Background: an optimization exercise with open tools, aiming at small area, a short achievable clock period and few clock cycles per item. Do not read the settings as production practice. Function was checked by simulation only, so behaviour that the tests miss may differ from the original.

==> design/flow/design.v <==
`timescale 1ns/100ps
`default_nettype none
module word_mul_add #(
    parameter int WORD_W = 16
) (
    input  logic              clk,
    input  logic [WORD_W-1:0] x,
    input  logic [WORD_W-1:0] y,
    input  logic [WORD_W-1:0] z,
    input  logic [WORD_W-1:0] carry_in,
    output logic [WORD_W-1:0] sum,
    output logic [WORD_W-1:0] carry_out
);
    logic [2*WORD_W:0] wide;   
    assign wide = {{(WORD_W+1){1'b0}}, x} * {{(WORD_W+1){1'b0}}, y}
                + {{(WORD_W+1){1'b0}}, z} + {{(WORD_W+1){1'b0}}, carry_in};
    always_ff @(posedge clk) begin
        sum       <= wide[WORD_W-1:0];
        carry_out <= wide[2*WORD_W-1:WORD_W];
    end
endmodule
`default_nettype wire
`timescale 1ns/100ps
`default_nettype none
module mont_mult #(
    parameter int NUM_WORDS = 4,
    parameter int WORD_W    = 16
) (
    input  logic                             clk,
    input  logic                             reset,
    input  logic [NUM_WORDS-1:0][WORD_W-1:0] n,
    input  logic [WORD_W-1:0]                nprime0,
    input  logic                             start,    
    output logic                             ready,
    output logic                             done,     
    input  logic [NUM_WORDS-1:0][WORD_W-1:0] a,
    input  logic [NUM_WORDS-1:0][WORD_W-1:0] b,
    output logic [NUM_WORDS-1:0][WORD_W-1:0] result    
);
    localparam int IW = $clog2(NUM_WORDS);
    localparam logic [3:0] MONT_IDLE         = 4'd0;
    localparam logic [3:0] MONT_ACCUM        = 4'd1;
    localparam logic [3:0] MONT_TOP_CARRY    = 4'd2;
    localparam logic [3:0] MONT_QUOTIENT     = 4'd3;
    localparam logic [3:0] MONT_REDUCE       = 4'd4;
    localparam logic [3:0] MONT_REDUCE_TOP   = 4'd5;
    localparam logic [3:0] MONT_REDUCE_CARRY = 4'd6;
    localparam logic [3:0] MONT_SUBTRACT     = 4'd7;
    localparam logic [3:0] MONT_DONE         = 4'd8;
    logic [3:0]    phase;
    logic [IW-1:0] i;          
    logic [IW-1:0] j;          
    logic          cap;        
    logic          last_j;
    logic          borrow;
    logic          keep;       
    logic [WORD_W:0] diff;
    logic [NUM_WORDS+1:0][WORD_W-1:0] v;
    logic [WORD_W-1:0] carry;
    logic [WORD_W-1:0] q;      
    logic [WORD_W-1:0] mx, my, mz, mc;
    logic [WORD_W-1:0] sum, carry_out;
    assign last_j = (j == IW'(NUM_WORDS - 1));
    assign ready  = (phase == MONT_IDLE);
    assign done   = (phase == MONT_DONE);
    assign diff   = {1'b0, v[j]} - {1'b0, n[j]} - {{WORD_W{1'b0}}, borrow};
    assign keep   = (v[NUM_WORDS] != '0) || !diff[WORD_W];
    word_mul_add #(.WORD_W(WORD_W)) mac_i (
        .clk       (clk),
        .x         (mx),
        .y         (my),
        .z         (mz),
        .carry_in  (mc),
        .sum       (sum),
        .carry_out (carry_out)
    );
    always_comb begin
        mx = '0;
        my = '0;
        mz = '0;
        mc = carry;
        case (phase)
            MONT_ACCUM: begin
                mx = a[i];
                my = b[j];
                mz = v[j];
                mc = (j == '0) ? '0 : carry;   
            end
            MONT_TOP_CARRY,
            MONT_REDUCE_TOP:   mz = v[NUM_WORDS];
            MONT_QUOTIENT: begin
                mx = v[0];
                my = nprime0;
                mc = '0;
            end
            MONT_REDUCE: begin
                mx = q;
                my = n[j];
                mz = v[j];
                mc = (j == '0) ? '0 : carry;
            end
            MONT_REDUCE_CARRY: mz = v[NUM_WORDS+1];
            default:           mc = '0;
        endcase
    end
    always_ff @(posedge clk or posedge reset) begin
        if (reset) begin
            phase <= MONT_IDLE;
            i     <= '0;
            j     <= '0;
            cap   <= 1'b0;
        end else begin
            case (phase)
                MONT_IDLE: if (start) phase <= MONT_ACCUM;
                MONT_SUBTRACT: begin
                    j <= last_j ? '0 : j + 1'b1;
                    if (last_j) phase <= MONT_DONE;
                end
                MONT_DONE: phase <= MONT_IDLE;
                default: begin
                    cap <= ~cap;
                    if (cap) begin
                        case (phase)
                            MONT_ACCUM, MONT_REDUCE: begin
                                j <= last_j ? '0 : j + 1'b1;
                                if (last_j && phase == MONT_ACCUM) phase <= MONT_TOP_CARRY;
                                if (last_j && phase == MONT_REDUCE) phase <= MONT_REDUCE_TOP;
                            end
                            MONT_TOP_CARRY:  phase <= MONT_QUOTIENT;
                            MONT_QUOTIENT:   phase <= MONT_REDUCE;
                            MONT_REDUCE_TOP: phase <= MONT_REDUCE_CARRY;
                            default: begin   
                                i     <= (i == IW'(NUM_WORDS - 1)) ? '0 : i + 1'b1;
                                phase <= (i == IW'(NUM_WORDS - 1)) ? MONT_SUBTRACT : MONT_ACCUM;
                            end
                        endcase
                    end
                end
            endcase
        end
    end
    always_ff @(posedge clk) begin
        if (phase == MONT_IDLE && start) begin
            v      <= '0;
            borrow <= 1'b0;
        end
        if (cap) begin
            case (phase)
                MONT_ACCUM:      v[j] <= sum;
                MONT_TOP_CARRY: begin
                    v[NUM_WORDS]   <= sum;
                    v[NUM_WORDS+1] <= carry_out;
                end
                MONT_QUOTIENT:   q <= sum;
                MONT_REDUCE:     if (j != '0) v[j-1'b1] <= sum;   
                MONT_REDUCE_TOP: v[NUM_WORDS-1] <= sum;
                default:         v[NUM_WORDS] <= sum;             
            endcase
            carry <= carry_out;
        end
        if (phase == MONT_SUBTRACT) begin
            borrow <= diff[WORD_W];
            if (!last_j || keep) result[j] <= diff[WORD_W-1:0];
            else result <= v[NUM_WORDS-1:0];
        end
    end
endmodule
`default_nettype wire
`timescale 1ns/100ps
`default_nettype none
module exp_sequencer #(
    parameter int NUM_WORDS = 4,
    parameter int WORD_W    = 16
) (
    input  logic                             clk,
    input  logic                             reset,
    input  logic                             ops_valid,
    input  logic [NUM_WORDS-1:0][WORD_W-1:0] m,
    input  logic [NUM_WORDS-1:0][WORD_W-1:0] e,
    input  logic [NUM_WORDS-1:0][WORD_W-1:0] r,
    input  logic [NUM_WORDS-1:0][WORD_W-1:0] t,
    output logic                             job_taken,
    output logic                             res_valid,
    input  logic                             res_ready,
    output logic [NUM_WORDS-1:0][WORD_W-1:0] res,
    output logic                             bus_start,   
    input  logic                             bus_ready,
    input  logic                             bus_done,    
    output logic [NUM_WORDS-1:0][WORD_W-1:0] bus_a,
    output logic [NUM_WORDS-1:0][WORD_W-1:0] bus_b,
    input  logic [NUM_WORDS-1:0][WORD_W-1:0] bus_result   
);
    localparam int BITS = NUM_WORDS * WORD_W;
    localparam int BW   = $clog2(BITS);
    localparam logic [2:0] EXP_IDLE      = 3'd0;
    localparam logic [2:0] EXP_TO_MONT   = 3'd1;
    localparam logic [2:0] EXP_FIND_MSB  = 3'd2;
    localparam logic [2:0] EXP_SQUARE    = 3'd3;
    localparam logic [2:0] EXP_MULTIPLY  = 3'd4;
    localparam logic [2:0] EXP_FROM_MONT = 3'd5;
    localparam logic [2:0] EXP_HANDOFF   = 3'd6;
    logic [2:0]      phase;
    logic            started;    
    logic [BW-1:0]   bit_idx;
    logic            e_bit;
    logic            last_bit;
    logic [BITS-1:0] e_bits;
    logic [NUM_WORDS-1:0][WORD_W-1:0] m_bar;   
    logic [NUM_WORDS-1:0][WORD_W-1:0] c_bar;
    assign e_bit     = e_bits[bit_idx];
    assign last_bit  = (bit_idx == '0);
    assign res_valid = (phase == EXP_HANDOFF);
    assign res       = c_bar;
    assign bus_start = (phase == EXP_TO_MONT || phase == EXP_SQUARE ||
                        phase == EXP_MULTIPLY || phase == EXP_FROM_MONT)
                       && !started && bus_ready;
    always_comb begin
        case (phase)
            EXP_TO_MONT: begin
                bus_a = m_bar;
                bus_b = t;        
            end
            EXP_MULTIPLY: begin
                bus_a = c_bar;
                bus_b = m_bar;
            end
            EXP_FROM_MONT: begin
                bus_a = {{(BITS-1){1'b0}}, 1'b1};
                bus_b = c_bar;
            end
            default: begin        
                bus_a = c_bar;
                bus_b = c_bar;
            end
        endcase
    end
    always_ff @(posedge clk or posedge reset) begin
        if (reset) begin
            phase     <= EXP_IDLE;
            started   <= 1'b0;
            job_taken <= 1'b0;
            bit_idx   <= '0;
        end else begin
            job_taken <= 1'b0;
            if (bus_start) started <= 1'b1;
            if (bus_done) started <= 1'b0;
            case (phase)
                EXP_IDLE: if (ops_valid) phase <= EXP_TO_MONT;
                EXP_TO_MONT: if (bus_done) begin
                    phase   <= EXP_FIND_MSB;
                    bit_idx <= BW'(BITS - 1);
                end
                EXP_FIND_MSB: begin
                    if (e_bit) phase <= EXP_SQUARE;
                    else bit_idx <= bit_idx - 1'b1;
                end
                EXP_SQUARE, EXP_MULTIPLY: if (bus_done) begin
                    if (phase == EXP_SQUARE && e_bit) phase <= EXP_MULTIPLY;
                    else if (last_bit) phase <= EXP_FROM_MONT;
                    else begin
                        bit_idx <= bit_idx - 1'b1;
                        phase   <= EXP_SQUARE;
                    end
                end
                EXP_FROM_MONT: if (bus_done) begin
                    phase     <= EXP_HANDOFF;
                    job_taken <= 1'b1;   
                end
                EXP_HANDOFF: if (res_ready) phase <= EXP_IDLE;
                default: phase <= EXP_IDLE;
            endcase
        end
    end
    always_ff @(posedge clk) begin
        if (phase == EXP_IDLE && ops_valid) begin
            m_bar  <= m;
            c_bar  <= r;   
            e_bits <= e;
        end
        if (bus_done) begin
            if (phase == EXP_TO_MONT) m_bar <= bus_result;
            else c_bar <= bus_result;
        end
    end
endmodule
`default_nettype wire
`timescale 1ns/100ps
`default_nettype none
module operand_loader #(
    parameter int NUM_WORDS = 4,
    parameter int WORD_W    = 16
) (
    input  logic                        clk,
    input  logic                        reset,
    input  logic                        in_valid,
    output logic                        in_ready,
    input  logic [WORD_W-1:0]           m_word,
    input  logic [WORD_W-1:0]           e_word,
    input  logic [WORD_W-1:0]           n_word,
    input  logic [WORD_W-1:0]           r_word,
    input  logic [WORD_W-1:0]           t_word,
    output logic                        ops_valid,
    input  logic                        job_taken,
    output logic [NUM_WORDS-1:0][WORD_W-1:0] m,
    output logic [NUM_WORDS-1:0][WORD_W-1:0] e,
    output logic [NUM_WORDS-1:0][WORD_W-1:0] n,
    output logic [NUM_WORDS-1:0][WORD_W-1:0] r,
    output logic [NUM_WORDS-1:0][WORD_W-1:0] t
);
    localparam int IW = $clog2(NUM_WORDS);
    logic [IW-1:0] cnt;    
    logic          full;
    logic          beat;
    assign beat      = in_valid && in_ready;
    assign in_ready  = ~full;
    assign ops_valid = full;
    always_ff @(posedge clk or posedge reset) begin
        if (reset) begin
            cnt  <= '0;
            full <= 1'b0;
        end else begin
            if (beat) cnt <= (cnt == IW'(NUM_WORDS - 1)) ? '0 : cnt + 1'b1;
            if (beat && cnt == IW'(NUM_WORDS - 1)) full <= 1'b1;
            if (job_taken) full <= 1'b0;
        end
    end
    always_ff @(posedge clk) begin
        if (beat) begin
            m[cnt] <= m_word;
            e[cnt] <= e_word;
            n[cnt] <= n_word;
            r[cnt] <= r_word;
            t[cnt] <= t_word;
        end
    end
endmodule
`default_nettype wire
`timescale 1ns/100ps
`default_nettype none
module result_unloader #(
    parameter int NUM_WORDS = 4,
    parameter int WORD_W    = 16
) (
    input  logic                        clk,
    input  logic                        reset,
    input  logic                        res_valid,
    output logic                        res_ready,
    input  logic [NUM_WORDS-1:0][WORD_W-1:0] res,
    output logic                        out_valid,
    input  logic                        out_ready,
    output logic [WORD_W-1:0]           out_word,
    output logic                        out_last
);
    localparam int IW = $clog2(NUM_WORDS);
    logic [NUM_WORDS-1:0][WORD_W-1:0] hold;
    logic [IW-1:0] cnt;    
    logic          busy;
    assign res_ready = ~busy;
    assign out_valid = busy;
    assign out_word  = hold[cnt];
    assign out_last  = (cnt == IW'(NUM_WORDS - 1));
    always_ff @(posedge clk or posedge reset) begin
        if (reset) begin
            busy <= 1'b0;
            cnt  <= '0;
        end else if (res_valid && res_ready) begin
            busy <= 1'b1;
            cnt  <= '0;
        end else if (out_valid && out_ready) begin
            cnt <= out_last ? '0 : cnt + 1'b1;
            if (out_last) busy <= 1'b0;
        end
    end
    always_ff @(posedge clk) begin
        if (res_valid && res_ready) hold <= res;
    end
endmodule
`default_nettype wire
`timescale 1ns/100ps
`default_nettype none
module modexp_top #(
    parameter int NUM_WORDS = 4
) (
    input  logic        clk,
    input  logic        reset,
    input  logic        in_valid,
    output logic        in_ready,
    input  logic [15:0] m_word,
    input  logic [15:0] e_word,
    input  logic [15:0] n_word,
    input  logic [15:0] r_word,    
    input  logic [15:0] t_word,    
    input  logic [15:0] nprime0,   
    output logic        out_valid,
    input  logic        out_ready,
    output logic [15:0] out_word,
    output logic        out_last
);
    localparam int WORD_W = 16;   
    logic ops_valid;
    logic job_taken;
    logic res_valid;
    logic res_ready;
    logic [NUM_WORDS-1:0][WORD_W-1:0] m_ops, e_ops, n_ops, r_ops, t_ops;
    logic [NUM_WORDS-1:0][WORD_W-1:0] res;
    logic bus_start;
    logic bus_ready;
    logic bus_done;
    logic [NUM_WORDS-1:0][WORD_W-1:0] bus_a, bus_b, bus_result;
    operand_loader #(.NUM_WORDS(NUM_WORDS), .WORD_W(WORD_W)) loader_i (
        .clk(clk), .reset(reset),
        .in_valid(in_valid), .in_ready(in_ready),
        .m_word(m_word), .e_word(e_word), .n_word(n_word),
        .r_word(r_word), .t_word(t_word),
        .ops_valid(ops_valid), .job_taken(job_taken),
        .m(m_ops), .e(e_ops), .n(n_ops), .r(r_ops), .t(t_ops)
    );
    exp_sequencer #(.NUM_WORDS(NUM_WORDS), .WORD_W(WORD_W)) seq_i (
        .clk(clk), .reset(reset),
        .ops_valid(ops_valid), .m(m_ops), .e(e_ops), .r(r_ops), .t(t_ops),
        .job_taken(job_taken),
        .res_valid(res_valid), .res_ready(res_ready), .res(res),
        .bus_start(bus_start), .bus_ready(bus_ready), .bus_done(bus_done),
        .bus_a(bus_a), .bus_b(bus_b), .bus_result(bus_result)
    );
    mont_mult #(.NUM_WORDS(NUM_WORDS), .WORD_W(WORD_W)) mont_i (
        .clk(clk), .reset(reset),
        .n(n_ops), .nprime0(nprime0),
        .start(bus_start), .ready(bus_ready), .done(bus_done),
        .a(bus_a), .b(bus_b), .result(bus_result)
    );
    result_unloader #(.NUM_WORDS(NUM_WORDS), .WORD_W(WORD_W)) unloader_i (
        .clk(clk), .reset(reset),
        .res_valid(res_valid), .res_ready(res_ready), .res(res),
        .out_valid(out_valid), .out_ready(out_ready),
        .out_word(out_word), .out_last(out_last)
    );
endmodule
`default_nettype wire
==> design/flow/run.sh <==
#!/bin/bash
# synth_recipe.tcl (not shown) runs the flow's synth.tcl, then flattens the netlist and writes it again
# the make line also repeats each setting of config.mk as NAME=value (left out here)
make -C /OpenROAD-flow-scripts/flow DESIGN_CONFIG=/design/flow/config.mk WORK_HOME=/design/flow/orfs CLKGATE_MAP_FILE= SYNTH_SCRIPT=/design/flow/synth_recipe.tcl finish
==> design/flow/config.mk <==
export PLATFORM = sky130hd
export DESIGN_NAME = modexp_top
export DESIGN_NICKNAME = modexp_top
export VERILOG_FILES = /design/flow/design.v
export SDC_FILE = /design/flow/constraint.sdc
export NUM_CORES = 4
export LEC_CHECK = 0
export CAP_MARGIN = 20
export CORE_MARGIN = 2
export CORE_UTILIZATION = 40
export SLEW_MARGIN = 20
==> design/flow/constraint.sdc <==
create_clock -name core_clock -period 10.0 [get_ports {clk}]
set_input_delay 2.0000 -clock core_clock [delete_from_list [all_inputs] [get_ports {clk}]]
set_output_delay 2.0000 -clock core_clock [all_outputs]
set_load 0.01 [all_outputs]
==> out/qor.yml <==
maxSlewViolCount: 0
holdPathEnd: "loader_i.full"
min_period_ns: 9.17
grt_pass1_vias: 35800
synth.ff_latch_count: 827
grt_pass1_wl_mm: 238
setup_tns_ns: 0
min_from: "seq_i.job_taken"
final_nets: 5268
die_y_um: 351
cap_violations: 0
start_util_pct: 40.2
drive_gt1_share_pct: 7.68
ys.flop_type: "edfxtp_1"
cp_slowest_cell: "nor3b_4"
grt-ovfl-total: 0
cts.sinks: 827
synth_seq_area_share_pct: 46.0
io_buffers: 118
hold_class: "register to register"
post-place-ws_ns: 0.921
required_ns: 10.58
hold_buffers: 0
reg2reg_from: "seq_i.phase[0]"
core_um2: 120000
critPathCaptureType: "register"
hpwl_mm: 112
vias: 36700
async_flop_share_pct: 3.14
dieArea_um2: 123000
first_pass_iters: 13
r2r_slack_ns: 0.83
yosysWarnings: 5
synth_cell_type_count: 73
cpMostUsedCell: "fa_1"
grt_usage_pct: 25.9
fmax_ghz: 0.109
setup_violations: 0
synth_edf_count: 545
cp_max_fo: 32
route.detailed.drc: 0
clockRootBuffer: "clkbuf_16"
viasPerCell: 5.65
gp_congestion: 0.973
r2r_end: "mont_i.mac_i.carry_out[15]"
clk_pin_slew_worst_paths_ns: 0.06
critical_path_class: "register to register"
ctsHtreeMaxLevel: 3
finClkSkew_ns: 0.0536
synthCells: 4766
cp-start-kind: "register"
cp_data_arrival_time_ns: 9.75
synth.avg_cell_area_um2: 10.1
cts_tree: "yes"
rr_worst_depth: 29
finalHoldViolCount: 0
grt_max_degree: 169
die_x_um: 351
fin_crit_sh_pct: 91.7
synthesis.nets: 5241
clk_latency_ns: 0.71
io_pins: 119
crit_path_max_incr_delay_ns: 0.70
rsz0062_at_grt: "false"
wl_mm: 160
max_slew_margin_pct: 23.4
synth_area_um2: 48100
numCtsBuffers: 90
ant_nets: 0
tightest_slew_ns: 1.15
syn_to_final_growth_pct: 12.4
dr.first_iter.drc_count: 4447
min_path_cells: 1
antenna_found_initial: 6
cts_resized: 0
clock_path_buffers: 3
cts_setup_buffers: 0
status: "no timing/DRC/antenna violations"
finalWorstSetupSlack_ns: 0.830
wl_per_cell_um: 24.7
std_cell_rows: 127
[sequential cells by signal, indices dropped and copies added, names as in the netlist, 3 cells and up]
register,flops
mont_i.v,96
unloader_i.hold,64
seq_i.bit_idx,6
mont_i.q,16
seq_i.c_bar,64
mont_i.mac_i.sum,16
loader_i.n,64
mont_i.carry,16
mont_i.phase,4
loader_i.t,64
loader_i.r,64
loader_i.m,64
seq_i.phase,3
seq_i.e_bits,64
loader_i.e,64
mont_i.result,64
mont_i.mac_i.carry_out,16
seq_i.m_bar,64
[cell families after synthesis]
kind of cell               after synthesis  share of synthesized area (%)
adders and majority gates              375                           13.3
AOI/OAI and AO/OA                     1099                           14.1
muxes                                  239                           7.39
DFF                                    827                           46.0
and+or+nand+nor                       1233                           10.9
xor gates and xnor gates                44                          0.816
buffers and inverters                  949                           7.52
[layout by cell type (no fill, tap or decap), types with 15 or more instances in the layout]
cell type        instances
xnor2_1                 31
a222oi_1                18
a221oi_1               110
mux2i_1                134
inv_1                  668
clkbuf_16               90
nand2_1                697
nor3_1                  20
nand3_1                 29
a21oi_1                172
fa_1                   228
o21ai_1                 19
clkbuf_1                30
clkdlybuf4s50_1        118
o21ai_0                535
a22o_1                  68
edfxtp_1               545
a22oi_1                 23
mux4_2                  92
dfxtp_1                256
nor3b_1                 64
nor2_1                 317
a21o_1                  18
ha_1                   143
o21a_1                  25
dfrtp_1                 21
nand2b_1                23
clkbuf_8                15
buf_4                   89
[stage by stage]
stage          std cells  instance area, um^2  hold WS, ns  utilization (%)
5_1_grt             6481                54100        0.420             45.2
3_5_place_dp        6313                51200        0.389             42.8
4_1_cts             6481                54100        0.399             45.2
6_report            6483                54100        0.395             45.2
3_3_place_gp        6313                51200        0.385             42.8
2_1_floorplan       4766                48100        0.378                -
[critical path: cells and delay by family, from the launching register on]
| kind | cells | cell delay (ns) |
|---|---|---|
| flip-flops | 1 | 0.57 |
| adder cells (fa/ha/maj) | 7 | 3.35 |
| XOR/XNOR | 1 | 0.14 |
| buffers and inverters | 6 | 0.72 |
| AO/OA/AOI/OAI | 11 | 3.00 |
| AND/OR/NAND/NOR | 4 | 1.24 |
[cell usage after synthesis, types with 23 or more instances]
cell	count	area (um^2)
dfxtp_1	256	5120
inv_1	669	2510
mux4_2	92	2070
xnor2_1	31	272
a221oi_1	112	981
nand2b_1	24	150
o21ai_0	536	2680
nor3b_1	67	503
o21a_1	25	188
buf_2	40	200
a22o_1	68	596
a22oi_1	23	173
ha_1	147	1840
clkbuf_1	219	822
nor2_1	320	1200
edfxtp_1	545	16400
nand3_1	30	150
fa_1	228	4560
nand2_1	697	2620
nor3_1	24	120
dfrtp_1	26	651
mux2i_1	135	1350
a21oi_1	172	861
[final cells by class]
cell class              instances  area (um^2)
repair buffers                212         1950
clock buffers                 135         2570
clock inverters                33          359
well taps                    1612         2020
flip-flops and latches        827        22200
multi-input cells            2990        22500
inverters                     672         2520
fillers                     11300        65600
diodes                          2         5.00
[worst max-delay path by stage]
stage                               from                          to  slack (ns)  cells past startpoint
after global routing      seq_i.phase[0]  mont_i.mac_i.carry_out[15]        0.57                     29
after floorplan           seq_i.phase[2]          unloader_i.hold[0]        1.13                      5
final                     seq_i.phase[0]  mont_i.mac_i.carry_out[15]        0.83                     29
after detailed placement  seq_i.phase[0]  mont_i.mac_i.carry_out[15]        0.92                     29
after global placement    seq_i.phase[0]  mont_i.mac_i.carry_out[15]        0.97                     29
after CTS                 seq_i.phase[0]  mont_i.mac_i.carry_out[15]        0.85                     29
[routing by layer]
| metal | vias up | global-route usage (%) | part of all wire (%) |
|---|---|---|---|
| met5 | - | 0 | 0 |
| met2 | 1634 | 40.4 | 45 |
| li1 | 16500 | - | - |
| met3 | 317 | 4.69 | 8.4 |
| met4 | 0 | 10.8 | 4.6 |
| met1 | 18200 | 35.6 | 42 |
Testbench counts, summed over its fixed seeds: cycles 639,465, jobs 64.

what the ideal ports hide:
No port has a modelled driver above. Below, the same layout with a new extraction and two added sets of constraints. Step 1 (the two cells are an assumption about what drives the block):
set clk [get_ports {clk}]
set_driving_cell -lib_cell sky130_fd_sc_hd__clkbuf_16 $clk
set_driving_cell -lib_cell sky130_fd_sc_hd__buf_2 [delete_from_list [all_inputs] $clk]
Step 2 times the ports against the registers' clock, not the clock port: input delays grow and output delays shrink by t, the midpoint of the rising clock arrivals with the driver on. a / b / c = ideal / step 1 / step 2; a / b = the first two.
shift t [ns]: 0.757
setup WS [ns]: 0.830 / 0.830 / 0.830
hold WS [ns]: 0.395 / 0.395 / 0.395
worst setup path at the end: register to register
worst register clock-pin slew, ns: 0.06 / 0.06
After both steps setup and hold are still met in this run. The setup slack of this run moves by 0.000 ns with the drivers and by 0.000 ns with both steps.
